Background: an optimization exercise with open tools, aiming at small area, a short achievable clock period and few clock cycles per item. Do not read the settings as production practice.
No run shown here included a check of the RTL's function; only the layout flow was run.
Power and IR drop assume default switching activity.

==> flow/design.v, too long to show whole: its modules and the start of the top module <==
// module array_mul_top: 2121 lines
// module mul_fa: 4 lines
// module mul_ha: 4 lines
module array_mul_top (
   input  logic        clk,
   input  logic        arst_n,
   input  logic        in_valid,
   input  logic        para_mode,
   input  logic [15:0] a,
   input  logic [15:0] b,
   output logic        out_valid,
   output logic [31:0] p
);
  // ...
==> flow/flow/run.sh <==
#!/bin/bash
# Own layout flow: the standard flow (standard.sh, unchanged steps) with three changes:
# port buffers of sky130_fd_sc_hd__buf_2, the delay cells (clkdlybuf4s*, dlygate*, dlymetal*)
# added to the platform's don't-use list so that repair uses plain buffers, and CTS without
# dummy loads. make's full output goes to orfs_make.log here; each ORFS step also keeps its
# own log under orfs/logs/.
set -euo pipefail
bash standard.sh "BUFFER_PORTS_ARGS=-buffer_cell sky130_fd_sc_hd__buf_1" \
  "DONT_USE_CELLS=sky130_fd_sc_hd__probe_p_8 sky130_fd_sc_hd__probec_p_8 sky130_fd_sc_hd__lpflow_bleeder_1 sky130_fd_sc_hd__lpflow_clkbufkapwr_1 sky130_fd_sc_hd__lpflow_clkbufkapwr_16 sky130_fd_sc_hd__lpflow_clkbufkapwr_2 sky130_fd_sc_hd__lpflow_clkbufkapwr_4 sky130_fd_sc_hd__lpflow_clkbufkapwr_8 sky130_fd_sc_hd__lpflow_clkinvkapwr_1 sky130_fd_sc_hd__lpflow_clkinvkapwr_16 sky130_fd_sc_hd__lpflow_clkinvkapwr_2 sky130_fd_sc_hd__lpflow_clkinvkapwr_4 sky130_fd_sc_hd__lpflow_clkinvkapwr_8 sky130_fd_sc_hd__lpflow_decapkapwr_12 sky130_fd_sc_hd__lpflow_decapkapwr_3 sky130_fd_sc_hd__lpflow_decapkapwr_4 sky130_fd_sc_hd__lpflow_decapkapwr_6 sky130_fd_sc_hd__lpflow_decapkapwr_8 sky130_fd_sc_hd__lpflow_inputiso0n_1 sky130_fd_sc_hd__lpflow_inputiso0p_1 sky130_fd_sc_hd__lpflow_inputiso1n_1 sky130_fd_sc_hd__lpflow_inputiso1p_1 sky130_fd_sc_hd__lpflow_inputisolatch_1 sky130_fd_sc_hd__lpflow_isobufsrc_1 sky130_fd_sc_hd__lpflow_isobufsrc_16 sky130_fd_sc_hd__lpflow_isobufsrc_2 sky130_fd_sc_hd__lpflow_isobufsrc_4 sky130_fd_sc_hd__lpflow_isobufsrc_8 sky130_fd_sc_hd__lpflow_isobufsrckapwr_16 sky130_fd_sc_hd__lpflow_lsbuf_lh_hl_isowell_tap_1 sky130_fd_sc_hd__lpflow_lsbuf_lh_hl_isowell_tap_2 sky130_fd_sc_hd__lpflow_lsbuf_lh_hl_isowell_tap_4 sky130_fd_sc_hd__lpflow_lsbuf_lh_isowell_4 sky130_fd_sc_hd__lpflow_lsbuf_lh_isowell_tap_1 sky130_fd_sc_hd__lpflow_lsbuf_lh_isowell_tap_2 sky130_fd_sc_hd__lpflow_lsbuf_lh_isowell_tap_4  sky130_fd_sc_hd__clkdlybuf4s15_1 sky130_fd_sc_hd__clkdlybuf4s15_2 sky130_fd_sc_hd__clkdlybuf4s18_1 sky130_fd_sc_hd__clkdlybuf4s18_2 sky130_fd_sc_hd__clkdlybuf4s25_1 sky130_fd_sc_hd__clkdlybuf4s25_2 sky130_fd_sc_hd__clkdlybuf4s50_1 sky130_fd_sc_hd__clkdlybuf4s50_2 sky130_fd_sc_hd__dlygate4sd1_1 sky130_fd_sc_hd__dlygate4sd2_1 sky130_fd_sc_hd__dlygate4sd3_1 sky130_fd_sc_hd__dlymetal6s2s_1 sky130_fd_sc_hd__dlymetal6s4s_1 sky130_fd_sc_hd__dlymetal6s6s_1" \
  "CTS_ARGS=-sink_clustering_enable -repair_clock_nets -dont_use_dummy_load -buf_list {sky130_fd_sc_hd__clkbuf_4 sky130_fd_sc_hd__clkbuf_8} -sink_clustering_size 20" \
  finish > orfs_make.log 2>&1
==> flow/standard.sh <==
#!/bin/bash
# synth_recipe.tcl (not shown) runs the flow's synth.tcl, then flattens the netlist and writes it again
# the make line also repeats each setting of config.mk as NAME=value (left out here)
make -C /OpenROAD-flow-scripts/flow DESIGN_CONFIG=/design/flow/config.mk WORK_HOME=/design/flow/orfs CLKGATE_MAP_FILE= SYNTH_SCRIPT=/design/flow/synth_recipe.tcl "${@:-finish}"
==> flow/config.mk <==
export PLATFORM = sky130hd
export DESIGN_NAME = array_mul_top
export DESIGN_NICKNAME = array_mul_top
export VERILOG_FILES = /design/flow/design.v
export SDC_FILE = /design/flow/constraint.sdc
export NUM_CORES = 4
export LEC_CHECK = 0
export CAP_MARGIN = 20
export CORE_MARGIN = 2
export CORE_UTILIZATION = 40
export CTS_BUF_LIST = sky130_fd_sc_hd__clkbuf_4 sky130_fd_sc_hd__clkbuf_8
export CTS_CLUSTER_SIZE = 20
export SETUP_SLACK_MARGIN = 3.5
export SLEW_MARGIN = 20
export SYNTH_HIERARCHICAL = 1
export SYNTH_MINIMUM_KEEP_SIZE = 0
==> flow/constraint.sdc <==
create_clock -name core_clock -period 6.0 [get_ports {clk}]
set_input_delay 1.2000 -clock core_clock [delete_from_list [all_inputs] [get_ports {clk}]]
set_output_delay 1.2000 -clock core_clock [all_outputs]
set_load 0.01 [all_outputs]
==> impl_summary.log, run 1 <==
INFO  metric nFillCells = around 2700
INFO  metric seq_share = 35.8%
INFO  metric worst-r2r-cell-count = 5
INFO  metric cts_resized = 75
INFO  metric core_area = approximately 29000 um2
INFO  metric power.share.clock = between 20% and 30%
INFO  metric grt_pass1_vias = 7520
INFO  metric timing.final.setup_violations = 0
INFO  metric dpl_worst_slack = ~2300 ps
INFO  metric synth.area.mux_share = 0%
INFO  metric post_cts_buffers = 12
INFO  metric p_int = 0.00368 W
INFO  metric tapcell.inserted = between 300 and 400
INFO  metric route.top_layer_used = met4
INFO  metric drt-initial-drc-count = between 300 and 400
INFO  metric period_share = approximately 45%
INFO  metric wire_per_inst = approximately 17 um
INFO  metric placed_cells = around 1300
INFO  metric cp_cell_sequence = fa_1, fa_2, fa_2, fa_1, ha_2
INFO  metric synthDominantCellAreaShare = between 30% and 40%
INFO  metric most_common_library_cell_in_the_layout_ignoring_fill_and_taps = sky130_fd_sc_hd__dfxtp_1
INFO  metric ant_nets = 0
INFO  metric power = ~0.0056 W
INFO  metric area_growth_syn_to_layout = 13.4%
INFO  metric fin_ws = 3330 ps
INFO  metric utilization = 46.4%
INFO  metric status = complete, no violations
INFO  metric clkbuf_count = 40
INFO  metric r2r_setup_slack = 3330 ps
INFO  metric max-slew-margin-rel = 66.5%
INFO  metric timing.hold.ws = about 320 ps
INFO  metric met2_wirelength = 11400 um
INFO  metric worstSetupEndpoint = p13_q2
INFO  metric largest-register = vld
==> inputs of run 2 (changes only) <==
--- a/flow/design.v
+++ b/flow/design.v
@@ -925,20 +925,22 @@
    logic sm25;
    logic sm26;
    logic sm27;
    logic sm28;
    logic sm29;
    logic sm30;
    logic sm31;
    logic pp_15_15_q1;
+   logic fs0_q1;
+   logic hs1_q1;
+   logic hc1_q1;
+   logic fs1_q1;
    logic fs2_q1;
    logic fc2_q1;
-   logic hs2_q1;
-   logic hc2_q1;
    logic fs5_q1;
    logic fc5_q1;
    logic fs6_q1;
    logic fs7_q1;
    logic fs8_q1;
    logic fc8_q1;
    logic fs12_q1;
    logic fc12_q1;
@@ -959,43 +961,53 @@
    logic fc31_q1;
    logic fs32_q1;
    logic fc32_q1;
    logic fs39_q1;
    logic fs40_q1;
    logic fc40_q1;
    logic fs41_q1;
    logic fc41_q1;
+   logic fs44_q2;
+   logic hs9_q2;
+   logic hc9_q2;
    logic fs49_q1;
    logic fc49_q1;
    logic fs50_q1;
    logic fc50_q1;
    logic fs51_q1;
    logic fc51_q1;
+   logic hs10_q2;
+   logic hc10_q2;
    logic fs58_q1;
    logic fs59_q1;
    logic fc59_q1;
    logic fs60_q1;
    logic fc60_q1;
    logic fs61_q1;
    logic fc61_q1;
+   logic hs11_q2;
+   logic hc11_q2;
    logic fs71_q1;
    logic fc71_q1;
    logic fs72_q1;
    logic fc72_q1;
    logic fs73_q1;
    logic fc73_q1;
+   logic hs12_q2;
+   logic hc12_q2;
    logic fs81_q1;
    logic fs82_q1;
    logic fs83_q1;
    logic fc83_q1;
    logic fs84_q1;
    logic fc84_q1;
    logic fs85_q1;
    logic fc85_q1;
+   logic hs13_q2;
    logic hc13_q2;
    logic fs95_q1;
    logic fs96_q1;
    logic fc96_q1;
    logic fs97_q1;
    logic fc97_q1;
    logic fs98_q1;
    logic fc98_q1;
@@ -1072,33 +1084,22 @@
    logic fc194_q1;
    logic p0_q1;
    logic p0_q2;
    logic p0_q3;
    logic p1_q1;
    logic p1_q2;
    logic p1_q3;
    logic g2_q1;
-   logic g3_q1;
-   logic p3_q1;
+   logic p2_q1;
    logic g8_q2;
    logic p8_q2;
    logic p9_q2;
    logic g10_q2;
    logic p10_q2;
-   logic g11_q2;
-   logic p11_q2;
-   logic g12_q2;
-   logic p12_q2;
-   logic g13_q2;
-   logic p13_q2;
-   logic g14_q2;
-   logic p14_q2;
-   logic g15_q2;
-   logic p15_q2;
    logic g23_q2;
    logic p23_q2;
    logic g24_q2;
    logic p24_q2;
    logic p25_q2;
    logic p25_q3;
    logic g26_q2;
    logic p26_q2;
@@ -1108,27 +1109,25 @@
    logic g28_q2;
    logic p28_q2;
    logic p28_q3;
    logic p29_q2;
    logic p29_q3;
    logic p30_q2;
    logic p30_q3;
    logic cg0_q1;
-   logic cp1_q1;
    logic cg4_q2;
    logic cp4_q2;
    logic cg12_q2;
    logic cp12_q2;
    logic cg13_q2;
    logic cp13_q2;
    logic cg14_q2;
    logic cp14_q2;
    logic cg16_q1;
-   logic cp20_q2;
    logic cg30_q2;
    logic cp30_q2;
    logic cg35_q2;
    logic cg72_q3;
    logic cg73_q3;
    logic cg74_q3;
    logic cg75_q3;
    logic cg76_q3;
@@ -1420,21 +1419,21 @@
    assign pp_15_13 = ~(a13 & b15);
    assign pp_15_14 = ~(a14 & b15);
    assign pp_15_15 = ~(a15 & b15);
    mul_fa u_ha0 (.x(pp_0_2), .y(pp_1_1), .z(1'b1), .s(hs0), .c(hc0));
    mul_fa u_fa0 (.x(pp_0_3), .y(pp_1_2), .z(pp_2_1), .s(fs0), .c(fc0));
    mul_fa u_ha1 (.x(pp_3_0), .y(hc0), .z(1'b1), .s(hs1), .c(hc1));
    mul_fa u_fa1 (.x(pp_0_4), .y(pp_1_3), .z(pp_2_2), .s(fs1), .c(fc1));
    mul_fa u_fa2 (.x(pp_3_1), .y(pp_4_0), .z(fc0), .s(fs2), .c(fc2));
-   mul_fa u_ha2 (.x(fs1), .y(hc1), .z(1'b1), .s(hs2), .c(hc2));
+   mul_fa u_ha2 (.x(fs1_q1), .y(hc1_q1), .z(1'b1), .s(hs2), .c(hc2));
    mul_fa u_fa3 (.x(pp_0_5), .y(pp_1_4), .z(pp_2_3), .s(fs3), .c(fc3));
    mul_fa u_fa4 (.x(pp_3_2), .y(pp_4_1), .z(pp_5_0), .s(fs4), .c(fc4));
    mul_fa u_fa5 (.x(fc1), .y(fs3), .z(fs4), .s(fs5), .c(fc5));
-   mul_fa u_ha3 (.x(hc2_q1), .y(fc2_q1), .z(1'b1), .s(hs3), .c(hc3));
+   mul_fa u_ha3 (.x(fc2_q1), .y(fs5_q1), .z(1'b1), .s(hs3), .c(hc3));
    mul_fa u_fa6 (.x(pp_0_6), .y(pp_1_5), .z(pp_2_4), .s(fs6), .c(fc6));
    mul_fa u_fa7 (.x(pp_3_3), .y(pp_4_2), .z(pp_5_1), .s(fs7), .c(fc7));
    mul_fa u_fa8 (.x(pp_6_0), .y(fc3), .z(fc4), .s(fs8), .c(fc8));
    mul_fa u_fa9 (.x(fs6_q1), .y(fs7_q1), .z(fc5_q1), .s(fs9), .c(fc9));
    mul_fa u_ha4 (.x(fs8_q1), .y(hc3), .z(1'b1), .s(hs4), .c(hc4));
    mul_fa u_fa10 (.x(pp_0_7), .y(pp_1_6), .z(pp_2_5), .s(fs10), .c(fc10));
    mul_fa u_fa11 (.x(pp_3_4), .y(pp_4_3), .z(pp_5_2), .s(fs11), .c(fc11));
    mul_fa u_fa12 (.x(pp_6_1), .y(pp_7_0), .z(fc6), .s(fs12), .c(fc12));
@@ -1630,42 +1629,42 @@
    mul_fa u_fa192 (.x(pp_13_15), .y(pp_14_14), .z(pp_15_13), .s(fs192), .c(fc192));
    mul_fa u_fa193 (.x(fc189_q1), .y(fs192_q1), .z(fc190_q1), .s(fs193), .c(fc193));
    mul_fa u_fa194 (.x(pp_14_15), .y(pp_15_14), .z(fc192), .s(fs194), .c(fc194));
    assign p0 = ~pp_0_0;
    assign g1 = pp_0_1 & pp_1_0;
    assign p1 = pp_0_1 ^ pp_1_0;
    assign g2 = pp_2_0 & hs0;
    assign p2 = pp_2_0 ^ hs0;
-   assign g3 = fs0 & hs1;
-   assign p3 = fs0 ^ hs1;
-   assign g4 = hs2_q1 & fs2_q1;
-   assign p4 = hs2_q1 ^ fs2_q1;
-   assign g5 = fs5_q1 & hs3;
-   assign p5 = fs5_q1 ^ hs3;
+   assign g3 = fs0_q1 & hs1_q1;
+   assign p3 = fs0_q1 ^ hs1_q1;
+   assign g4 = fs2_q1 & hs2;
+   assign p4 = fs2_q1 ^ hs2;
+   assign g5 = hc2 & hs3;
+   assign p5 = hc2 ^ hs3;
    assign g6 = fs9 & hs4;
    assign p6 = fs9 ^ hs4;
    assign g7 = hc4 & hs5;
    assign p7 = hc4 ^ hs5;
    assign g8 = fs20 & hs6;
    assign p8 = fs20 ^ hs6;
    assign g9 = hc6 & hs7;
    assign p9 = hc6 ^ hs7;
    assign g10 = hc7 & hs8;
    assign p10 = hc7 ^ hs8;
-   assign g11 = fs44 & hs9;
-   assign p11 = fs44 ^ hs9;
-   assign g12 = hc9 & hs10;
-   assign p12 = hc9 ^ hs10;
-   assign g13 = hc10 & hs11;
-   assign p13 = hc10 ^ hs11;
-   assign g14 = hc11 & hs12;
-   assign p14 = hc11 ^ hs12;
-   assign g15 = hc12 & hs13;
-   assign p15 = hc12 ^ hs13;
+   assign g11 = fs44_q2 & hs9_q2;
+   assign p11 = fs44_q2 ^ hs9_q2;
+   assign g12 = hc9_q2 & hs10_q2;
+   assign p12 = hc9_q2 ^ hs10_q2;
+   assign g13 = hc10_q2 & hs11_q2;
+   assign p13 = hc10_q2 ^ hs11_q2;
+   assign g14 = hc11_q2 & hs12_q2;
+   assign p14 = hc11_q2 ^ hs12_q2;
+   assign g15 = hc12_q2 & hs13_q2;
+   assign p15 = hc12_q2 ^ hs13_q2;
    assign g16 = fs103_q2 & hs14;
    assign p16 = fs103_q2 ^ hs14;
    assign g17 = hc14 & fs116;
    assign p17 = hc14 ^ fs116;
    assign g18 = fs128_q2 & fc116;
    assign p18 = fs128_q2 ^ fc116;
    assign g19 = fc128_q2 & fs139_q2;
    assign p19 = fc128_q2 ^ fs139_q2;
@@ -1687,56 +1686,56 @@
    assign p27 = fc188 ^ fs191;
    assign g28 = fs193 & fc191;
    assign p28 = fs193 ^ fc191;
    assign g29 = fs194_q1 & fc193;
    assign p29 = fs194_q1 ^ fc193;
    assign g30 = pp_15_15_q1 & fc194_q1;
    assign p30 = pp_15_15_q1 ^ fc194_q1;
    assign cg0 = g1 | p1;
-   assign cg1 = g3_q1 | (p3_q1 & g2_q1);
-   assign cp1 = p3 & p2;
+   assign cg1 = g3 | (p3 & g2_q1);
+   assign cp1 = p3 & p2_q1;
    assign cg2 = g5 | (p5 & g4);
    assign cp2 = p5 & p4;
    assign cg3 = g7 | (p7 & g6);
    assign cp3 = p7 & p6;
    assign cg4 = g9 | (p9 & g8);
    assign cp4 = p9 & p8;
-   assign cg5 = g11_q2 | (p11_q2 & g10_q2);
-   assign cp5 = p11_q2 & p10_q2;
-   assign cg6 = g13_q2 | (p13_q2 & g12_q2);
-   assign cp6 = p13_q2 & p12_q2;
-   assign cg7 = g15_q2 | (p15_q2 & g14_q2);
-   assign cp7 = p15_q2 & p14_q2;
+   assign cg5 = g11 | (p11 & g10_q2);
+   assign cp5 = p11 & p10_q2;
+   assign cg6 = g13 | (p13 & g12);
+   assign cp6 = p13 & p12;
+   assign cg7 = g15 | (p15 & g14);
+   assign cp7 = p15 & p14;
    assign cg8 = g17 | (p17 & g16);
    assign cp8 = p17 & p16;
    assign cg9 = g19 | (p19 & g18);
    assign cp9 = p19 & p18;
    assign cg10 = g21 | (p21 & g20);
    assign cp10 = p21 & p20;
    assign cg11 = g23_q2 | (p23_q2 & g22);
    assign cp11 = p23_q2 & p22;
    assign cg12 = g25 | (p25 & g24);
    assign cp12 = p25 & p24;
    assign cg13 = g27 | (p27 & g26);
    assign cp13 = p27 & p26;
    assign cg14 = g29 | (p29 & g28);
    assign cp14 = p29 & p28;
    assign cg16 = g2 | (p2 & cg0);
-   assign cg17 = cg1 | (cp1_q1 & cg0_q1);
+   assign cg17 = cg1 | (cp1 & cg0_q1);
    assign cg18 = g6 | (p6 & cg2);
    assign cp18 = p6 & cp2;
    assign cg19 = cg3 | (cp3 & cg2);
    assign cp19 = cp3 & cp2;
    assign cg20 = g10_q2 | (p10_q2 & cg4_q2);
-   assign cp20 = p10 & cp4;
+   assign cp20 = p10_q2 & cp4_q2;
    assign cg21 = cg5 | (cp5 & cg4_q2);
    assign cp21 = cp5 & cp4_q2;
-   assign cg22 = g14_q2 | (p14_q2 & cg6);
-   assign cp22 = p14_q2 & cp6;
+   assign cg22 = g14 | (p14 & cg6);
+   assign cp22 = p14 & cp6;
    assign cg23 = cg7 | (cp7 & cg6);
    assign cp23 = cp7 & cp6;
    assign cg24 = g18 | (p18 & cg8);
    assign cp24 = p18 & cp8;
    assign cg25 = cg9 | (cp9 & cg8);
    assign cp25 = cp9 & cp8;
    assign cg26 = g22 | (p22 & cg10);
    assign cp26 = p22 & cp10;
@@ -1747,18 +1746,18 @@
    assign cg29 = cg13_q2 | (cp13_q2 & cg12_q2);
    assign cp29 = cp13_q2 & cp12_q2;
    assign cg30 = g30 | (p30 & cg14);
    assign cp30 = p30 & cp14;
    assign cg32 = g4 | (p4 & cg17);
    assign cg33 = cg2 | (cp2 & cg17);
    assign cg34 = cg18 | (cp18 & cg17);
    assign cg35 = cg19 | (cp19 & cg17);
-   assign cg36 = g12_q2 | (p12_q2 & cg21);
-   assign cp36 = p12_q2 & cp21;
+   assign cg36 = g12 | (p12 & cg21);
+   assign cp36 = p12 & cp21;
    assign cg37 = cg6 | (cp6 & cg21);
    assign cp37 = cp6 & cp21;
    assign cg38 = cg22 | (cp22 & cg21);
    assign cp38 = cp22 & cp21;
    assign cg39 = cg23 | (cp23 & cg21);
    assign cp39 = cp23 & cp21;
    assign cg40 = g20 | (p20 & cg25);
    assign cp40 = p20 & cp25;
@@ -1771,17 +1770,17 @@
    assign cg44 = g28_q2 | (p28_q2 & cg29);
    assign cp44 = p28_q2 & cp29;
    assign cg45 = cg14_q2 | (cp14_q2 & cg29);
    assign cp45 = cp14_q2 & cp29;
    assign cg46 = cg30_q2 | (cp30_q2 & cg29);
    assign cp46 = cp30_q2 & cp29;
    assign cg48 = g8_q2 | (p8_q2 & cg35_q2);
    assign cg49 = cg4_q2 | (cp4_q2 & cg35_q2);
-   assign cg50 = cg20 | (cp20_q2 & cg35_q2);
+   assign cg50 = cg20 | (cp20 & cg35_q2);
    assign cg51 = cg21 | (cp21 & cg35_q2);
    assign cg52 = cg36 | (cp36 & cg35_q2);
    assign cg53 = cg37 | (cp37 & cg35_q2);
    assign cg54 = cg38 | (cp38 & cg35_q2);
    assign cg55 = cg39 | (cp39 & cg35_q2);
    assign cg56 = g24_q2 | (p24_q2 & cg43);
    assign cp56 = p24_q2 & cp43;
    assign cg57 = cg12_q2 | (cp12_q2 & cg43);
@@ -1807,29 +1806,29 @@
    assign cg72 = cg56 | (cp56 & cg55);
    assign cg73 = cg57 | (cp57 & cg55);
    assign cg74 = cg58 | (cp58 & cg55);
    assign cg75 = cg59 | (cp59 & cg55);
    assign cg76 = cg60 | (cp60 & cg55);
    assign cg77 = cg61 | (cp61 & cg55);
    assign cg78 = cg62 | (cp62 & cg55);
    assign sm2 = ~(p2 ^ cg0);
-   assign sm3 = ~(p3_q1 ^ cg16_q1);
+   assign sm3 = ~(p3 ^ cg16_q1);
    assign sm4 = ~(p4 ^ cg17);
    assign sm5 = ~(p5 ^ cg32);
    assign sm6 = ~(p6 ^ cg33);
    assign sm7 = ~(p7 ^ cg34);
    assign sm8 = ~(p8_q2 ^ cg35_q2);
    assign sm9 = ~(p9_q2 ^ cg48);
    assign sm10 = ~(p10_q2 ^ cg49);
-   assign sm11 = ~(p11_q2 ^ cg50);
-   assign sm12 = ~(p12_q2 ^ cg51);
-   assign sm13 = ~(p13_q2 ^ cg52);
-   assign sm14 = ~(p14_q2 ^ cg53);
-   assign sm15 = ~(p15_q2 ^ cg54);
+   assign sm11 = ~(p11 ^ cg50);
+   assign sm12 = ~(p12 ^ cg51);
+   assign sm13 = ~(p13 ^ cg52);
+   assign sm14 = ~(p14 ^ cg53);
+   assign sm15 = ~(p15 ^ cg54);
    assign sm16 = ~(p16 ^ cg55);
    assign sm17 = ~(p17 ^ cg64);
    assign sm18 = ~(p18 ^ cg65);
    assign sm19 = ~(p19 ^ cg66);
    assign sm20 = ~(p20 ^ cg67);
    assign sm21 = ~(p21 ^ cg68);
    assign sm22 = ~(p22 ^ cg69);
    assign sm23 = ~(p23_q2 ^ cg70);
@@ -1838,20 +1837,22 @@
    assign sm26 = ~(p26_q3 ^ cg73_q3);
    assign sm27 = ~(p27_q3 ^ cg74_q3);
    assign sm28 = ~(p28_q3 ^ cg75_q3);
    assign sm29 = ~(p29_q3 ^ cg76_q3);
    assign sm30 = ~(p30_q3 ^ cg77_q3);
    assign sm31 = ~cg78;
    always_ff @(posedge clk) begin
       pp_15_15_q1 <= pp_15_15;
+      fs0_q1 <= fs0;
+      hs1_q1 <= hs1;
+      hc1_q1 <= hc1;
+      fs1_q1 <= fs1;
       fs2_q1 <= fs2;
       fc2_q1 <= fc2;
-      hs2_q1 <= hs2;
-      hc2_q1 <= hc2;
       fs5_q1 <= fs5;
       fc5_q1 <= fc5;
       fs6_q1 <= fs6;
       fs7_q1 <= fs7;
       fs8_q1 <= fs8;
       fc8_q1 <= fc8;
       fs12_q1 <= fs12;
       fc12_q1 <= fc12;
@@ -1872,43 +1873,53 @@
       fc31_q1 <= fc31;
       fs32_q1 <= fs32;
       fc32_q1 <= fc32;
       fs39_q1 <= fs39;
       fs40_q1 <= fs40;
       fc40_q1 <= fc40;
       fs41_q1 <= fs41;
       fc41_q1 <= fc41;
+      fs44_q2 <= fs44;
+      hs9_q2 <= hs9;
+      hc9_q2 <= hc9;
       fs49_q1 <= fs49;
       fc49_q1 <= fc49;
       fs50_q1 <= fs50;
       fc50_q1 <= fc50;
       fs51_q1 <= fs51;
       fc51_q1 <= fc51;
+      hs10_q2 <= hs10;
+      hc10_q2 <= hc10;
       fs58_q1 <= fs58;
       fs59_q1 <= fs59;
       fc59_q1 <= fc59;
       fs60_q1 <= fs60;
       fc60_q1 <= fc60;
       fs61_q1 <= fs61;
       fc61_q1 <= fc61;
+      hs11_q2 <= hs11;
+      hc11_q2 <= hc11;
       fs71_q1 <= fs71;
       fc71_q1 <= fc71;
       fs72_q1 <= fs72;
       fc72_q1 <= fc72;
       fs73_q1 <= fs73;
       fc73_q1 <= fc73;
+      hs12_q2 <= hs12;
+      hc12_q2 <= hc12;
       fs81_q1 <= fs81;
       fs82_q1 <= fs82;
       fs83_q1 <= fs83;
       fc83_q1 <= fc83;
       fs84_q1 <= fs84;
       fc84_q1 <= fc84;
       fs85_q1 <= fs85;
       fc85_q1 <= fc85;
+      hs13_q2 <= hs13;
       hc13_q2 <= hc13;
       fs95_q1 <= fs95;
       fs96_q1 <= fs96;
       fc96_q1 <= fc96;
       fs97_q1 <= fs97;
       fc97_q1 <= fc97;
       fs98_q1 <= fs98;
       fc98_q1 <= fc98;
@@ -1985,33 +1996,22 @@
       fc194_q1 <= fc194;
       p0_q1 <= p0;
       p0_q2 <= p0_q1;
       p0_q3 <= p0_q2;
       p1_q1 <= p1;
       p1_q2 <= p1_q1;
       p1_q3 <= p1_q2;
       g2_q1 <= g2;
-      g3_q1 <= g3;
-      p3_q1 <= p3;
+      p2_q1 <= p2;
       g8_q2 <= g8;
       p8_q2 <= p8;
       p9_q2 <= p9;
       g10_q2 <= g10;
       p10_q2 <= p10;
-      g11_q2 <= g11;
-      p11_q2 <= p11;
-      g12_q2 <= g12;
-      p12_q2 <= p12;
-      g13_q2 <= g13;
-      p13_q2 <= p13;
-      g14_q2 <= g14;
-      p14_q2 <= p14;
-      g15_q2 <= g15;
-      p15_q2 <= p15;
       g23_q2 <= g23;
       p23_q2 <= p23;
       g24_q2 <= g24;
       p24_q2 <= p24;
       p25_q2 <= p25;
       p25_q3 <= p25_q2;
       g26_q2 <= g26;
       p26_q2 <= p26;
@@ -2021,27 +2021,25 @@
       g28_q2 <= g28;
       p28_q2 <= p28;
       p28_q3 <= p28_q2;
       p29_q2 <= p29;
       p29_q3 <= p29_q2;
       p30_q2 <= p30;
       p30_q3 <= p30_q2;
       cg0_q1 <= cg0;
-      cp1_q1 <= cp1;
       cg4_q2 <= cg4;
       cp4_q2 <= cp4;
       cg12_q2 <= cg12;
       cp12_q2 <= cp12;
       cg13_q2 <= cg13;
       cp13_q2 <= cp13;
       cg14_q2 <= cg14;
       cp14_q2 <= cp14;
       cg16_q1 <= cg16;
-      cp20_q2 <= cp20;
       cg30_q2 <= cg30;
       cp30_q2 <= cp30;
       cg35_q2 <= cg35;
       cg72_q3 <= cg72;
       cg73_q3 <= cg73;
       cg74_q3 <= cg74;
       cg75_q3 <= cg75;
       cg76_q3 <= cg76;
--- a/flow/config.mk
+++ b/flow/config.mk
@@ -5,12 +5,12 @@
 export SDC_FILE = /design/flow/constraint.sdc
 export NUM_CORES = 4
 export LEC_CHECK = 0
 export CAP_MARGIN = 20
 export CORE_MARGIN = 2
 export CORE_UTILIZATION = 40
 export CTS_BUF_LIST = sky130_fd_sc_hd__clkbuf_4 sky130_fd_sc_hd__clkbuf_8
 export CTS_CLUSTER_SIZE = 20
-export SETUP_SLACK_MARGIN = 3.5
+export SETUP_SLACK_MARGIN = 3.4
 export SLEW_MARGIN = 20
 export SYNTH_HIERARCHICAL = 1
 export SYNTH_MINIMUM_KEEP_SIZE = 0
==> impl_summary.log, run 2 <==
INFO  metric status = complete, no violations (unchanged)
INFO  metric critical_path.top_delay_family = adder cells (unchanged)
INFO  metric clock_tree_root_buffer_cell = sky130_fd_sc_hd__clkbuf_8 (unchanged)
INFO  metric cts_max_path_buffers = 3 (unchanged)
INFO  metric fp.dieArea = 30600 um2 (was 30900 um2)
INFO  metric timing.final.setup_violations = 0 (unchanged)
INFO  metric grt_max_degree = 17 (unchanged)
INFO  metric post_synth_arst_share = 1.27% (was 1.26%)
INFO  metric synthCells = 962 (was 968)
INFO  metric largest_reg_flops = 3 (unchanged)
INFO  metric p_int = 0.00365 W (was 0.00368 W)
INFO  metric critPathLaunchType = register (unchanged)
INFO  metric grt_overflow = 0 (unchanged)
INFO  metric netlist_top_cells_area = sky130_fd_sc_hd__dfxtp_1 40%, sky130_fd_sc_hd__fa_1 36%, sky130_fd_sc_hd__nand2_1 8.4% (was sky130_fd_sc_hd__dfxtp_1 40%, sky130_fd_sc_hd__fa_1 36%, sky130_fd_sc_hd__nand2_1 8.1%)
INFO  metric power.switching = 0.00191 W (was 0.00190 W)
INFO  metric clk_pin_slew = 60 ps (was 50 ps)
INFO  metric final_layout_size_suffix_gt1_share = 17.0% (was 23.8%)
INFO  metric yosys.cell_count.top_type = sky130_fd_sc_hd__nand2_1 (unchanged)
INFO  metric cp_common_cell = sky130_fd_sc_hd__buf_1
INFO  metric timing.setup.tns = 0 ps (unchanged)
INFO  metric numClockSinks = 237 (was 238)
INFO  metric critical_path.slowest_cell = sky130_fd_sc_hd__fa_1 (was sky130_fd_sc_hd__fa_2)
INFO  metric ant_nets = 0 (unchanged)
INFO  metric groute.usage.overall = 16.7% (was 16.8%)
INFO  metric dieWidth = 175 um (was 176 um)
INFO  metric mappedNetlistArea = 11700 um2 (was 11800 um2)
INFO  metric ioPinCount = 69 (unchanged)
INFO  metric max-slew-margin-rel = 60.9% (was 66.5%)
INFO  metric dr_total_vias = 6618 (was 6725)
INFO  metric place.detailed.hpwl = 17600 um (was 18500 um)
INFO  metric critical_path_class = reg -> reg (unchanged)
INFO  metric number_of_synthesis_warnings = 7 (unchanged)
INFO  metric cp_cell_sequence = fa_1, ha_4, a21o_1, a31o_1, or3b_4, a21oi_4, buf_1, buf_1, o31ai_1 (was fa_1, fa_2, fa_2, fa_1, ha_2)
INFO  metric largest-register = vld (unchanged)
INFO  metric power.combinational.fraction = 37.9% (was 38.4%)
INFO  metric placement_rows = 62 (unchanged)
INFO  metric finish.net_count = 1291 (was 1302)
INFO  metric floorplan.die.height = 175 um (was 176 um)
INFO  metric worstSetupEndpointType = register (unchanged)
INFO  metric crit_buf_inv = 2 (was 0)
INFO  metric first_pass_grt_wire_length = 39600 um (was 39900 um)
INFO  metric worstPathRequired = 6400 ps (about the same)
INFO  metric worst_ep_arrival_time = 3030 ps (was 3080 ps)
INFO  metric port_buffers = 68 (unchanged)
INFO  metric synth.largest_area_cell = sky130_fd_sc_hd__dfxtp_1 (unchanged)
INFO  metric min_path_type = reg -> reg (unchanged)
INFO  metric start_util = 40.7% (was 40.9%)
INFO  metric tritoncts = built (unchanged)
INFO  metric synthFlopType = sky130_fd_sc_hd__dfxtp_1 (unchanged)
INFO  metric fin_ws = 3370 ps (was 3330 ps)
INFO  metric clock_latency = 540 ps (was 530 ps)
INFO  metric drt-initial-drc-count = 308 (was 329)
INFO  metric drv_slew = 0 (unchanged)
INFO  metric power.density = 426 nW/um2 (was 417 nW/um2)
INFO  metric synthDominantCellAreaShare = 40.1% (was 39.9%)
INFO  metric synth_seq_area_share = 40.7% (was 40.5%)
INFO  metric drt_pre_antenna_iters = 4 (unchanged)
INFO  metric worst_slew_pin_slew = 586 ps (was 502 ps)
INFO  metric final_cell_mix = 233 x sky130_fd_sc_hd__dfxtp_1, 221 x sky130_fd_sc_hd__nand2_1, 189 x sky130_fd_sc_hd__fa_1, 45 x sky130_fd_sc_hd__buf_1, 43 x sky130_fd_sc_hd__clkbuf_8 (was 230 x sky130_fd_sc_hd__dfxtp_1, 203 x sky130_fd_sc_hd__nand2_1, 156 x sky130_fd_sc_hd__fa_1, 57 x sky130_fd_sc_hd__fa_2, 50 x sky130_fd_sc_hd__nand2_2)
INFO  metric fin_crit = 2630 ps (was 2670 ps)
INFO  metric timing.critical_path.fanout_max = 3 (was 1)
INFO  metric synth.avg_cell_area = 12.2 um2 (about the same)
INFO  metric dpl_worst_slack = 2330 ps (was 2350 ps)
INFO  metric skew = 42.0 ps (was 39.6 ps)
INFO  metric yosys_register_bits = 237 (was 238)
INFO  metric core_area = 28700 um2 (was 28900 um2)
INFO  metric grt_pass1_vias = 7406 (was 7520)
INFO  metric power.share.clock = 21.7% (was 20.4%)
INFO  metric fmax_achieved = 381 MHz (was 374 MHz)
INFO  metric cts_hold_buffers = 0 (unchanged)
INFO  metric antennaDiodeCount = 0 (unchanged)
INFO  metric period_share = 43.8% (was 44.6%)
INFO  metric power.share.sequential = 40.4% (was 41.1%)
INFO  metric htreeDepth = 2 (unchanged)
INFO  metric wire_per_inst = 17.2 um (was 17.4 um)
INFO  metric power.ir.vdd_worst = 0.253 mV (was 0.244 mV)
INFO  metric grt_antenna_before_repair = 0 (unchanged)
INFO  metric standby_leakage_power = 4.76 nW (was 4.87 nW)
INFO  metric grt_setup_unrepaired = yes (unchanged)
INFO  metric most_common_library_cell_in_the_layout_ignoring_fill_and_taps = sky130_fd_sc_hd__dfxtp_1 (unchanged)
INFO  metric area_growth_syn_to_layout = 11.6% (was 13.4%)
INFO  metric drc = 0 (unchanged)
INFO  metric edff_count_synth = 0 (unchanged)
INFO  metric timing.final.hold_violations = 0 (unchanged)
INFO  metric wirelength = 23900 um (was 24500 um)
INFO  metric tritoncts.num_buffers = 43 (was 40)
INFO  metric via_per_inst = 4.75 (was 4.79)
INFO  metric switching_share = 34.3% (was 34.1%)
INFO  metric place_congestion = 0.814 (was 0.825)
INFO  metric maxcap_viol_count = 0 (unchanged)
INFO  metric yosys-top-cells-count = 262 x sky130_fd_sc_hd__nand2_1, 234 x sky130_fd_sc_hd__dfxtp_1, 213 x sky130_fd_sc_hd__fa_1, 63 x sky130_fd_sc_hd__clkbuf_1, 32 x sky130_fd_sc_hd__buf_4 (was 255 x sky130_fd_sc_hd__nand2_1, 235 x sky130_fd_sc_hd__dfxtp_1, 213 x sky130_fd_sc_hd__fa_1, 63 x sky130_fd_sc_hd__clkbuf_1, 32 x sky130_fd_sc_hd__buf_4)
INFO  metric peak_per_stage_delay_on_the_critical_path = 580 ps (was 550 ps)
INFO  metric yosys.cell_types.count = 35 (was 43)
run 2: cell types whose count changed after synthesis, moves of 4 or more:
cell | previous run | this run
sky130_fd_sc_hd__xnor2_1 | 12 | 17
sky130_fd_sc_hd__nand3_1 | 1 | 5
sky130_fd_sc_hd__nand2_1 | 255 | 262
sky130_fd_sc_hd__xor2_1 | 13 | 5
run 2: area by class of cell:
class                      count  area, um2
fill                        2702      15700
multi-input combinational    632       6770
sequential                   237       4760
clock buffer                  43        592
tap                          384        480
timing repair buffer          85        400
inverter                      12       45.0
run 2: worst paths after layout:
kind | slack, ps | cells after the start | start | endpoint
max | 3370 | 9 | fc102_q2 | cg74_q3
min in group asynchronous | 500 | 1 | arst_n | vld[0]
max reg2reg | 3370 | 9 | fc102_q2 | cg74_q3
min reg2reg | 320 | 0 | p27_q2 | p27_q3
min | 320 | 0 | p27_q2 | p27_q3
max in group asynchronous | 5350 | 1 | arst_n | vld[1]
run 2: cells by family (layout without fill, tap and decap cells):
| group | count (synthesis) | count (layout) | synth area share [%] |
|---|---|---|---|
| flops | 237 | 237 | 40.7 |
| compound gates | 44 | 44 | 2.69 |
| buf+inv | 107 | 140 | 4.46 |
| xor+xnor | 22 | 22 | 1.65 |
| fa+ha+maj | 244 | 244 | 39.8 |
| other cells | 1 | 15 | 0.0321 |
| simple gates | 307 | 307 | 10.7 |
run 2: stage by stage:
stage / hold WS (ps) / total power [W] / util [%] / instance area, um2 / instances
final: 323 / 0.00556 / 45.4 / 13000 / 1393
after detailed placement: 314 / 0.00436 / 42.4 / 12200 / 1335
after global placement: 310 / 0.00430 / 42.4 / 12200 / 1335
after global routing: 328 / 0.00610 / 45.4 / 13000 / 1393
after CTS: 326 / 0.00566 / 45.2 / 13000 / 1384
after floorplan: 310 / 0.00393 / - / 12400 / 976
run 2: power groups by stage:
stage                     clock network (W)  logic [W]  registers, W
after floorplan                           0    0.00169       0.00223
after global placement                    0    0.00202       0.00228
after global routing                0.00133    0.00247       0.00230
final                               0.00121    0.00211       0.00224
after CTS                           0.00127    0.00214       0.00225
after detailed placement                  0    0.00208       0.00228
run 2: Yosys stat by module, one instance, submodules excluded:
module         cells  times used  cell area, um2
array_mul_top    752           1            7480
mul_fa             1         210            20.0
run 2: repair_timing:
item,in CTS,in global routing
setup endpoints to repair,101,38
gates resized for setup,63,8
setup buffers,6,9
hold endpoints to repair,0,0
pin swaps,1,11
run 2: layer usage:
metal / track usage (%) / up-vias / share of wire [%]
li1: - / 2966 / -
met1: 23.3 / 3393 / 45
met2: 25.8 / 233 / 46
met3: 3.83 / 26 / 6.9
met4: 5.66 / 0 / 1.7
met5: 0 / - / 0
==> inputs of run 3 (changes only) <==
--- a/flow/config.mk
+++ b/flow/config.mk
@@ -10,7 +10,7 @@
 export CORE_UTILIZATION = 40
 export CTS_BUF_LIST = sky130_fd_sc_hd__clkbuf_4 sky130_fd_sc_hd__clkbuf_8
 export CTS_CLUSTER_SIZE = 20
-export SETUP_SLACK_MARGIN = 3.4
+export SETUP_SLACK_MARGIN = 3.45
 export SLEW_MARGIN = 20
 export SYNTH_HIERARCHICAL = 1
 export SYNTH_MINIMUM_KEEP_SIZE = 0
==> impl_summary.log, run 3 <==
INFO  metric worst-r2r-cell-count = 8 (was 9)
INFO  metric standby_leakage_power = 4.73 nW (was 4.76 nW)
INFO  metric power = 0.00545 W (was 0.00556 W)
INFO  metric peak_per_stage_delay_on_the_critical_path = 580 ps (about the same)
INFO  metric critical_path.top_delay_family = adder cells (unchanged)
INFO  metric floorplan.die.height = 175 um (unchanged)
INFO  metric antennaDiodeCount = 0 (unchanged)
INFO  metric edff_count_synth = 0 (unchanged)
INFO  metric nFillCells = 2629 (was 2702)
INFO  metric drt_pre_antenna_iters = 5 (was 4)
INFO  metric grt_setup_unrepaired = yes (unchanged)
INFO  metric yosys_register_bits = 237 (unchanged)
INFO  metric post_synth_arst_share = 1.27% (unchanged)
INFO  metric timing.final.hold_violations = 0 (unchanged)
INFO  metric synthCells = 962 (unchanged)
INFO  metric cell_depth_of_the_worst_min_delay_path = 0 (unchanged)
INFO  metric htreeDepth = 2 (unchanged)
INFO  metric maxcap_viol_count = 0 (unchanged)
INFO  metric placed_cells = 1334 (was 1335)
INFO  metric critPathLaunchType = primary input (was register)
INFO  metric dr_total_vias = 6592 (was 6618)
INFO  metric power.switching = 0.00187 W (was 0.00191 W)
INFO  metric critical_path_class = in -> reg (was reg -> reg)
INFO  metric wire_per_inst = 17.0 um (was 17.2 um)
INFO  metric cp_cell_sequence = buf_4, nor2b_4, nand2_1, fa_1, fa_1 (was fa_1, ha_4, a21o_1, a31o_1, or3b_4, a21oi_4, buf_1, buf_1, o31ai_1)
INFO  metric cp_common_cell = sky130_fd_sc_hd__fa_1 (was sky130_fd_sc_hd__buf_1)
INFO  metric timing.critical_path.fanout_max = 16 (was 3)
INFO  metric grt_overflow = 0 (unchanged)
INFO  metric crit_buf_inv = 1 (was 2)
INFO  metric grt_max_degree = 17 (unchanged)
INFO  metric layoutNonFillerInstCount = 1386 (was 1393)
INFO  metric ioPinCount = 69 (unchanged)
INFO  metric timing.final.setup_violations = 0 (unchanged)
INFO  metric largest_reg_flops = 3 (unchanged)
INFO  metric yosys-top-cells-count = 262 x sky130_fd_sc_hd__nand2_1, 234 x sky130_fd_sc_hd__dfxtp_1, 213 x sky130_fd_sc_hd__fa_1, 63 x sky130_fd_sc_hd__clkbuf_1, 32 x sky130_fd_sc_hd__buf_4 (unchanged)
INFO  metric mappedNetlistArea = 11700 um2 (unchanged)
INFO  metric yosys.cell_count.top_type = sky130_fd_sc_hd__nand2_1 (unchanged)
INFO  metric min_path_type = reg -> reg (unchanged)
INFO  metric area_growth_syn_to_layout = 11.4% (was 11.6%)
INFO  metric period_share = 42.9% (was 43.8%)
INFO  metric r2r_setup_slack = 3470 ps (was 3370 ps)
INFO  metric power.density = 419 nW/um2 (was 426 nW/um2)
INFO  metric clock_tree_root_buffer_cell = sky130_fd_sc_hd__clkbuf_8 (unchanged)
INFO  metric numClockSinks = 237 (unchanged)
INFO  metric drc = 0 (unchanged)
INFO  metric worst_slew_pin_slew = 594 ps (was 586 ps)
INFO  metric cts_max_path_buffers = 3 (unchanged)
INFO  metric clk_pin_slew = 60 ps (about the same)
INFO  metric tritoncts.num_buffers = 40 (was 43)
INFO  metric critical_register_to_register_path_startpoint = fc102_q2 (unchanged)
INFO  metric grt_pass1_vias = 7293 (was 7406)
INFO  metric drt-initial-drc-count = 284 (was 308)
INFO  metric worst_ep_arrival_time = 2960 ps (was 3030 ps)
INFO  metric via_per_inst = 4.76 (was 4.75)
INFO  metric ant_nets = 0 (unchanged)
INFO  metric tritoncts = built (unchanged)
INFO  metric regToRegEndpoint = cg76_q3 (was cg74_q3)
INFO  metric clock_latency = 530 ps (was 540 ps)
INFO  metric netlist_top_cells_area = sky130_fd_sc_hd__dfxtp_1 40%, sky130_fd_sc_hd__fa_1 36%, sky130_fd_sc_hd__nand2_1 8.4% (unchanged)
INFO  metric dieWidth = 175 um (unchanged)
INFO  metric largest-register = vld (unchanged)
INFO  metric power.share.sequential = 41.1% (was 40.4%)
INFO  metric number_of_synthesis_warnings = 7 (unchanged)
INFO  metric switching_share = 34.3% (about the same)
INFO  metric power.ir.vdd_worst = 0.232 mV (was 0.253 mV)
INFO  metric synthFlopType = sky130_fd_sc_hd__dfxtp_1 (unchanged)
INFO  metric synth.avg_cell_area = 12.2 um2 (unchanged)
INFO  metric start_util = 40.7% (unchanged)
INFO  metric most_common_library_cell_in_the_layout_ignoring_fill_and_taps = sky130_fd_sc_hd__dfxtp_1 (unchanged)
INFO  metric worstPathRequired = 6390 ps (was 6400 ps)
INFO  metric port_buffers = 68 (unchanged)
INFO  metric placement_rows = 62 (unchanged)
INFO  metric skew = 30.3 ps (was 42.0 ps)
INFO  metric core_area = 28700 um2 (unchanged)
INFO  metric groute.usage.overall = 16.3% (was 16.7%)
INFO  metric holdPathEnd = p30_q3 (was p27_q3)
INFO  metric total_area_of_multi_input_combinational_cells = 6800 um2 (was 6770 um2)
INFO  metric utilization = 45.4% (about the same)
INFO  metric fmax_achieved = 389 MHz (was 381 MHz)
INFO  metric final_layout_size_suffix_gt1_share = 18.1% (was 17.0%)
INFO  metric power.share.clock = 21.0% (was 21.7%)
INFO  metric first_pass_grt_wire_length = 38600 um (was 39600 um)
INFO  metric timing.setup.tns = 0 ps (unchanged)
INFO  metric status = complete, no violations (unchanged)
INFO  metric yosys.cell_types.count = 35 (unchanged)
INFO  metric final_cell_mix = 233 x sky130_fd_sc_hd__dfxtp_1, 217 x sky130_fd_sc_hd__nand2_1, 179 x sky130_fd_sc_hd__fa_1, 45 x sky130_fd_sc_hd__nand2_2, 43 x sky130_fd_sc_hd__buf_1 (was 233 x sky130_fd_sc_hd__dfxtp_1, 221 x sky130_fd_sc_hd__nand2_1, 189 x sky130_fd_sc_hd__fa_1, 45 x sky130_fd_sc_hd__buf_1, 43 x sky130_fd_sc_hd__clkbuf_8)
INFO  metric critical_path.slowest_cell = sky130_fd_sc_hd__fa_1 (unchanged)
INFO  metric grt_antenna_before_repair = 0 (unchanged)
INFO  metric drv_slew = 0 (unchanged)
INFO  metric max-slew-margin-rel = 60.4% (was 60.9%)
INFO  metric place.detailed.hpwl = 17500 um (was 17600 um)
INFO  metric p_int = 0.00359 W (was 0.00365 W)
INFO  metric fin_crit = 2570 ps (was 2630 ps)
INFO  metric fp.dieArea = 30600 um2 (unchanged)
INFO  metric finish.net_count = 1284 (was 1291)
INFO  metric cts_hold_buffers = 0 (unchanged)
INFO  metric wirelength = 23600 um (was 23900 um)
INFO  metric synth.largest_area_cell = sky130_fd_sc_hd__dfxtp_1 (unchanged)
INFO  metric synth_seq_area_share = 40.7% (unchanged)
INFO  metric power.combinational.fraction = 37.8% (was 37.9%)
INFO  metric synthDominantCellAreaShare = 40.1% (unchanged)
INFO  metric register_area = 4760 um2 (unchanged)
INFO  metric place_congestion = 0.832 (was 0.814)
INFO  metric hold_path.startpoint = p30_q2 (was p27_q2)
INFO  metric worstSetupEndpointType = register (unchanged)
## run 3: changes by cell type in the layout (fill, tap and decap cells not counted), sizes merged
cell    delta
clkbuf     -7
## run 3: cell families (layout without fill, tap and decap cells)
group           count (synthesis)  in the layout  synth area share, %
xor+xnor                       22             22                 1.65
simple gates                  307            307                 10.7
flops                         237            237                 40.7
fa+ha+maj                     244            244                 39.8
other cells                     1             15               0.0321
buf+inv                       107            133                 4.46
compound gates                 44             44                 2.69
## run 3: metal layers
| metal | vias up | wire length, um | GRT usage, % |
|---|---|---|---|
| li1 | 2953 | - | - |
| met1 | 3345 | 10500 | 22.4 |
| met2 | 237 | 10700 | 25.5 |
| met3 | 57 | 1700 | 3.81 |
| met4 | 0 | 712 | 6.04 |
| met5 | - | 0 | 0 |
## run 3: power by group through the flow
stage / combinational [W] / clock (W) / sequential (W)
3_5_place_dp: 0.00206 / 0 / 0.00228
5_1_grt: 0.00240 / 0.00127 / 0.00229
3_3_place_gp: 0.00202 / 0 / 0.00228
4_1_cts: 0.00213 / 0.00121 / 0.00225
2_1_floorplan: 0.00170 / 0 / 0.00223
6_report: 0.00206 / 0.00115 / 0.00224
## run 3: area by class of cell
cell class | count | area share, %
flip-flops and latches | 237 | 36.6
repair buffers | 81 | 2.94
inverters | 12 | 0.346
clock buffers | 40 | 4.23
well taps | 384 | 3.69
multi-input cells | 632 | 52.2
## run 3: Yosys stat by module (local to each module, per instance)
module	flops+latches	area (um2)
array_mul_top	237	7480
mul_fa	0	20.0
## run 3: timing repair
action                                  CTS  global route
pin swaps                                 6             1
resized for setup                        67             3
endpoints found under the setup margin  111            18
hold endpoints to repair                  0             0
gates cloned                              0             0
setup buffers                             8             4
## run 3: worst max-delay path by stage
| stage | startpoint | endpoint | slack [ps] | cells past startpoint |
|---|---|---|---|---|
| 2_1_floorplan | para_mode | fs110_q1 | 3240 | 6 |
| 3_3_place_gp | para_mode | fs134_q1 | 2350 | 5 |
| 3_5_place_dp | a[12] | fs134_q1 | 2300 | 5 |
| 4_1_cts | fc102_q2 | cg76_q3 | 3440 | 8 |
| 5_1_grt | fc102_q2 | cg73_q3 | 3360 | 8 |
| 6_report | para_mode | fs98_q1 | 3430 | 5 |
## run 3: stage by stage
stage / instance area [um2] / setup slack [ps] / hold slack, ps
global route: 13000 / 3360 / 331
CTS: 13000 / 3440 / 326
global placement: 12200 / 2350 / 311
detailed placement: 12200 / 2300 / 313
finish: 13000 / 3430 / 325
floorplan: 12500 / 3240 / 310
==> inputs of run 4 (changes only) <==
--- a/flow/config.mk
+++ b/flow/config.mk
@@ -10,7 +10,7 @@
 export CORE_UTILIZATION = 40
 export CTS_BUF_LIST = sky130_fd_sc_hd__clkbuf_4 sky130_fd_sc_hd__clkbuf_8
 export CTS_CLUSTER_SIZE = 20
-export SETUP_SLACK_MARGIN = 3.45
+export SETUP_SLACK_MARGIN = 3.6
 export SLEW_MARGIN = 20
 export SYNTH_HIERARCHICAL = 1
 export SYNTH_MINIMUM_KEEP_SIZE = 0
==> impl_summary.log, run 4 <==
INFO  metric grt_setup_unrepaired = yes (unchanged)
INFO  metric final_cell_mix = 222 x sky130_fd_sc_hd__dfxtp_1, 210 x sky130_fd_sc_hd__nand2_1, 151 x sky130_fd_sc_hd__fa_1, 62 x sky130_fd_sc_hd__fa_2, 47 x sky130_fd_sc_hd__nand2_2 (was 233 x sky130_fd_sc_hd__dfxtp_1, 217 x sky130_fd_sc_hd__nand2_1, 179 x sky130_fd_sc_hd__fa_1, 45 x sky130_fd_sc_hd__nand2_2, 43 x sky130_fd_sc_hd__buf_1)
INFO  metric yosys.cell_types.count = 35 (unchanged)
INFO  metric worstSetupEndpointType = register (unchanged)
INFO  metric max-slew-margin-rel = 63.2% (was 60.4%)
INFO  metric dr_total_vias = 6659 (was 6592)
INFO  metric total_area_of_multi_input_combinational_cells = 6950 um2 (was 6800 um2)
INFO  metric final_layout_size_suffix_gt1_share = 24.9% (was 18.1%)
INFO  metric groute.usage.overall = 16.7% (was 16.3%)
INFO  metric port_buffers = 68 (unchanged)
INFO  metric fmax_achieved = 407 MHz (was 389 MHz)
INFO  metric area_growth_syn_to_layout = 14.8% (was 11.4%)
INFO  metric post_dp_cell_area = 12300 um2 (was 12200 um2)
INFO  metric worst_slew_pin_slew = 551 ps (was 594 ps)
INFO  metric drv_slew = 0 (unchanged)
INFO  metric period_share = 41.0% (was 42.9%)
INFO  metric clock_latency = 560 ps (was 530 ps)
INFO  metric nFillCells = 2639 (was 2629)
INFO  metric finish.net_count = 1310 (was 1284)
INFO  metric clock_tree_root_buffer_cell = sky130_fd_sc_hd__clkbuf_8 (unchanged)
INFO  metric min_path_type = reg -> reg (unchanged)
INFO  metric post_synth_arst_share = 1.27% (unchanged)
INFO  metric edff_count_synth = 0 (unchanged)
INFO  metric most_common_library_cell_in_the_layout_ignoring_fill_and_taps = sky130_fd_sc_hd__dfxtp_1 (unchanged)
INFO  metric ioPinCount = 69 (unchanged)
INFO  metric power = 0.00558 W (was 0.00545 W)
INFO  metric timing.final.setup_violations = 0 (unchanged)
INFO  metric via_per_inst = 4.72 (was 4.76)
INFO  metric power.density = 416 nW/um2 (was 419 nW/um2)
INFO  metric first_pass_grt_wire_length = 39600 um (was 38600 um)
INFO  metric synth.largest_area_cell = sky130_fd_sc_hd__dfxtp_1 (unchanged)
INFO  metric synthDominantCellAreaShare = 40.1% (unchanged)
INFO  metric place_congestion = 0.809 (was 0.832)
INFO  metric skew = 86.0 ps (was 30.3 ps)
INFO  metric grt_max_degree = 17 (unchanged)
INFO  metric critPathLaunchType = register (was primary input)
INFO  metric fin_crit = 2460 ps (was 2570 ps)
INFO  metric floorplan.die.height = 175 um (unchanged)
INFO  metric timing.setup.tns = 0 ps (unchanged)
INFO  metric synth_seq_area_share = 40.7% (unchanged)
INFO  metric drc = 0 (unchanged)
INFO  metric grt_overflow = 0 (unchanged)
INFO  metric maxcap_viol_count = 0 (unchanged)
INFO  metric number_of_synthesis_warnings = 7 (unchanged)
INFO  metric timing.final.hold_violations = 0 (unchanged)
INFO  metric ant_nets = 0 (unchanged)
INFO  metric wire_per_inst = 17.0 um (about the same)
INFO  metric start_util = 40.7% (unchanged)
INFO  metric worstPathRequired = 6420 ps (was 6390 ps)
INFO  metric cts_max_path_buffers = 3 (unchanged)
INFO  metric drt-initial-drc-count = 383 (was 284)
INFO  metric grt_antenna_before_repair = 0 (unchanged)
INFO  metric yosys_register_bits = 237 (unchanged)
INFO  metric synthCells = 962 (unchanged)
INFO  metric standby_leakage_power = 4.91 nW (was 4.73 nW)
INFO  metric largest-register = vld (unchanged)
INFO  metric dieWidth = 175 um (unchanged)
INFO  metric timing.critical_path.fanout_max = 3 (was 16)
INFO  metric core_area = 28700 um2 (unchanged)
INFO  metric tritoncts = built (unchanged)
INFO  metric synth.avg_cell_area = 12.2 um2 (unchanged)
INFO  metric fp.dieArea = 30600 um2 (unchanged)
INFO  metric power.ir.vdd_worst = 0.232 mV (about the same)
INFO  metric status = complete, no violations (unchanged)
INFO  metric wirelength = 24000 um (was 23600 um)
INFO  metric grt_pass1_vias = 7564 (was 7293)
INFO  metric antennaDiodeCount = 0 (unchanged)
INFO  metric tritoncts.num_buffers = 41 (was 40)
INFO  metric placement_rows = 62 (unchanged)
INFO  metric critical_path_class = reg -> reg (was in -> reg)
INFO  metric largest_reg_flops = 3 (unchanged)
INFO  metric netlist_top_cells_area = sky130_fd_sc_hd__dfxtp_1 40%, sky130_fd_sc_hd__fa_1 36%, sky130_fd_sc_hd__nand2_1 8.4% (unchanged)
INFO  metric place.detailed.hpwl = 18000 um (was 17500 um)
INFO  metric htreeDepth = 2 (unchanged)
INFO  metric register_area = 4770 um2 (was 4760 um2)
INFO  metric synthFlopType = sky130_fd_sc_hd__dfxtp_1 (unchanged)
INFO  metric mappedNetlistArea = 11700 um2 (unchanged)
INFO  metric yosys-top-cells-count = 262 x sky130_fd_sc_hd__nand2_1, 234 x sky130_fd_sc_hd__dfxtp_1, 213 x sky130_fd_sc_hd__fa_1, 63 x sky130_fd_sc_hd__clkbuf_1, 32 x sky130_fd_sc_hd__buf_4 (unchanged)
INFO  metric numClockSinks = 237 (unchanged)
INFO  metric clk_pin_slew = 60 ps (about the same)
INFO  metric drt_pre_antenna_iters = 6 (was 5)
INFO  metric post-route-cell-area = 13400 um2 (was 13000 um2)
INFO  metric yosys.cell_count.top_type = sky130_fd_sc_hd__nand2_1 (unchanged)
INFO  metric worst_ep_arrival_time = 2880 ps (was 2960 ps)
[run 4: cell counts after synthesis]
Identical to the previous run, type by type.
[run 4: what timing repair did]
action / in CTS / in global routing
setup endpoints to repair: 138 / 60
gates cloned: 0 / 0
resized for setup: 91 / 45
buffers inserted: 23 / 13
hold endpoints to repair: 0 / 0
hold buffers: 0 / 0
pin swaps: 20 / 26
[run 4: where the power goes]
part | internal, W | leakage (nW) | switching, W
Clock | 0.000599 | 0.295 | 0.000561
Sequential | 0.00207 | 1.99 | 0.000189
Combinational | 0.00100 | 2.63 | 0.00115
Total | 0.00368 | 4.91 | 0.00190
[run 4: worst max-delay path: stages (launching register included)]
cell and delay (ps):
sky130_fd_sc_hd__dfxtp_2 310, sky130_fd_sc_hd__fa_1 570, sky130_fd_sc_hd__ha_4 210, sky130_fd_sc_hd__a21o_1 180, sky130_fd_sc_hd__a31o_1 240, sky130_fd_sc_hd__or3b_4 390
sky130_fd_sc_hd__a21oi_4 230, sky130_fd_sc_hd__buf_1 120, sky130_fd_sc_hd__buf_1 90, sky130_fd_sc_hd__o31ai_1 60
[run 4: area by class of cell]
cell class	instances	share of cell area, %
clock buffers	41	4.20
inverters	12	0.336
flip-flops and latches	237	35.6
multi-input cells	632	51.8
repair buffers	106	4.52
well taps	384	3.58
[run 4: per-module statistics from Yosys, one instance, submodules excluded]
| module | cell area (um2) | flops+latches |
|---|---|---|
| array_mul_top | 7480 | 237 |
| mul_fa | 20.0 | 0 |
[run 4: metal layers]
metal | share of wire, % | track usage, % | up-vias
met5 | 0 | 0 | -
met4 | 2.4 | 5.42 | 0
met3 | 7.3 | 3.76 | 46
met2 | 46 | 26.3 | 244
met1 | 44 | 23.1 | 3364
li1 | - | - | 3005
[run 4: metrics by stage]
step	instances	worst slack [ps]	utilization [%]	hold slack [ps]
floorplan	976	3240	-	310
global placement	1335	2320	42.8	311
detailed placement	1335	2300	42.8	312
CTS	1399	3500	46.2	290
global route	1412	3420	46.8	297
finish	1412	3540	46.8	291
[run 4: cells by family (layout without fill, tap and decap cells)]
logic type	Yosys count	count (layout)	synth area share [%]
AO/OA/AOI/OAI	44	44	2.69
XOR/XNOR	22	22	1.65
adder cells (fa/ha/maj)	244	244	39.8
buffers and inverters	107	159	4.46
flip-flops	237	237	40.7
other	1	15	0.0321
AND/OR/NAND/NOR	307	307	10.7
[run 4: path summary, 6_finish.rpt]
kind,from,endpoint,slack [ps],cells past startpoint
setup / recovery,fs115_q2,cg74_q3,3540,9
hold / removal,p0_q2,p0_q3,290,0
setup reg to reg,fs115_q2,cg74_q3,3540,9
hold reg to reg,p0_q2,p0_q3,290,0
max in group asynchronous,arst_n,vld[2],5330,1
min in group asynchronous,arst_n,vld[1],520,1

[afterwards: timing with drivers on the ports]
The flow's constraints put no driver on any port. The routed layouts listed below were extracted and timed again, unchanged, in two steps.
Step 1 sets driving cells, clkbuf_16 on the clock port and buf_2 on the other inputs (assumed; they add their load-dependent delay and slew).
Step 2 adds t to the input delays and takes it off the output delays; t is the mean of the earliest and latest rising clock arrival at the registers after step 1. Input paths then give back, and output paths get back, about the clock's delay inside the block.
Slacks: ideal / step 1 / step 2; pairs: ideal / step 1.
run | t (ns) | setup WS [ns] | worst hold slack (ns) | worst slew at a driven data input, ns
run 1 | 0.560 | 3.326 / 3.326 / 2.961 | 0.322 / 0.322 / 0.322 | 0.06
run 2 | 0.560 | 3.372 / 3.372 / 2.887 | 0.323 / 0.323 / 0.323 | 0.06
run 3 | 0.562 | 3.429 / 3.432 / 2.870 | 0.325 / 0.325 / 0.325 | 0.05
run 4 | 0.565 | 3.542 / 3.542 / 3.026 | 0.291 / 0.291 / 0.291 | 0.07
After both steps every run listed still meets setup and hold. For run 3, which loses most, drivers alone change the setup slack by +0.003 ns; drivers and shift together by -0.559 ns.
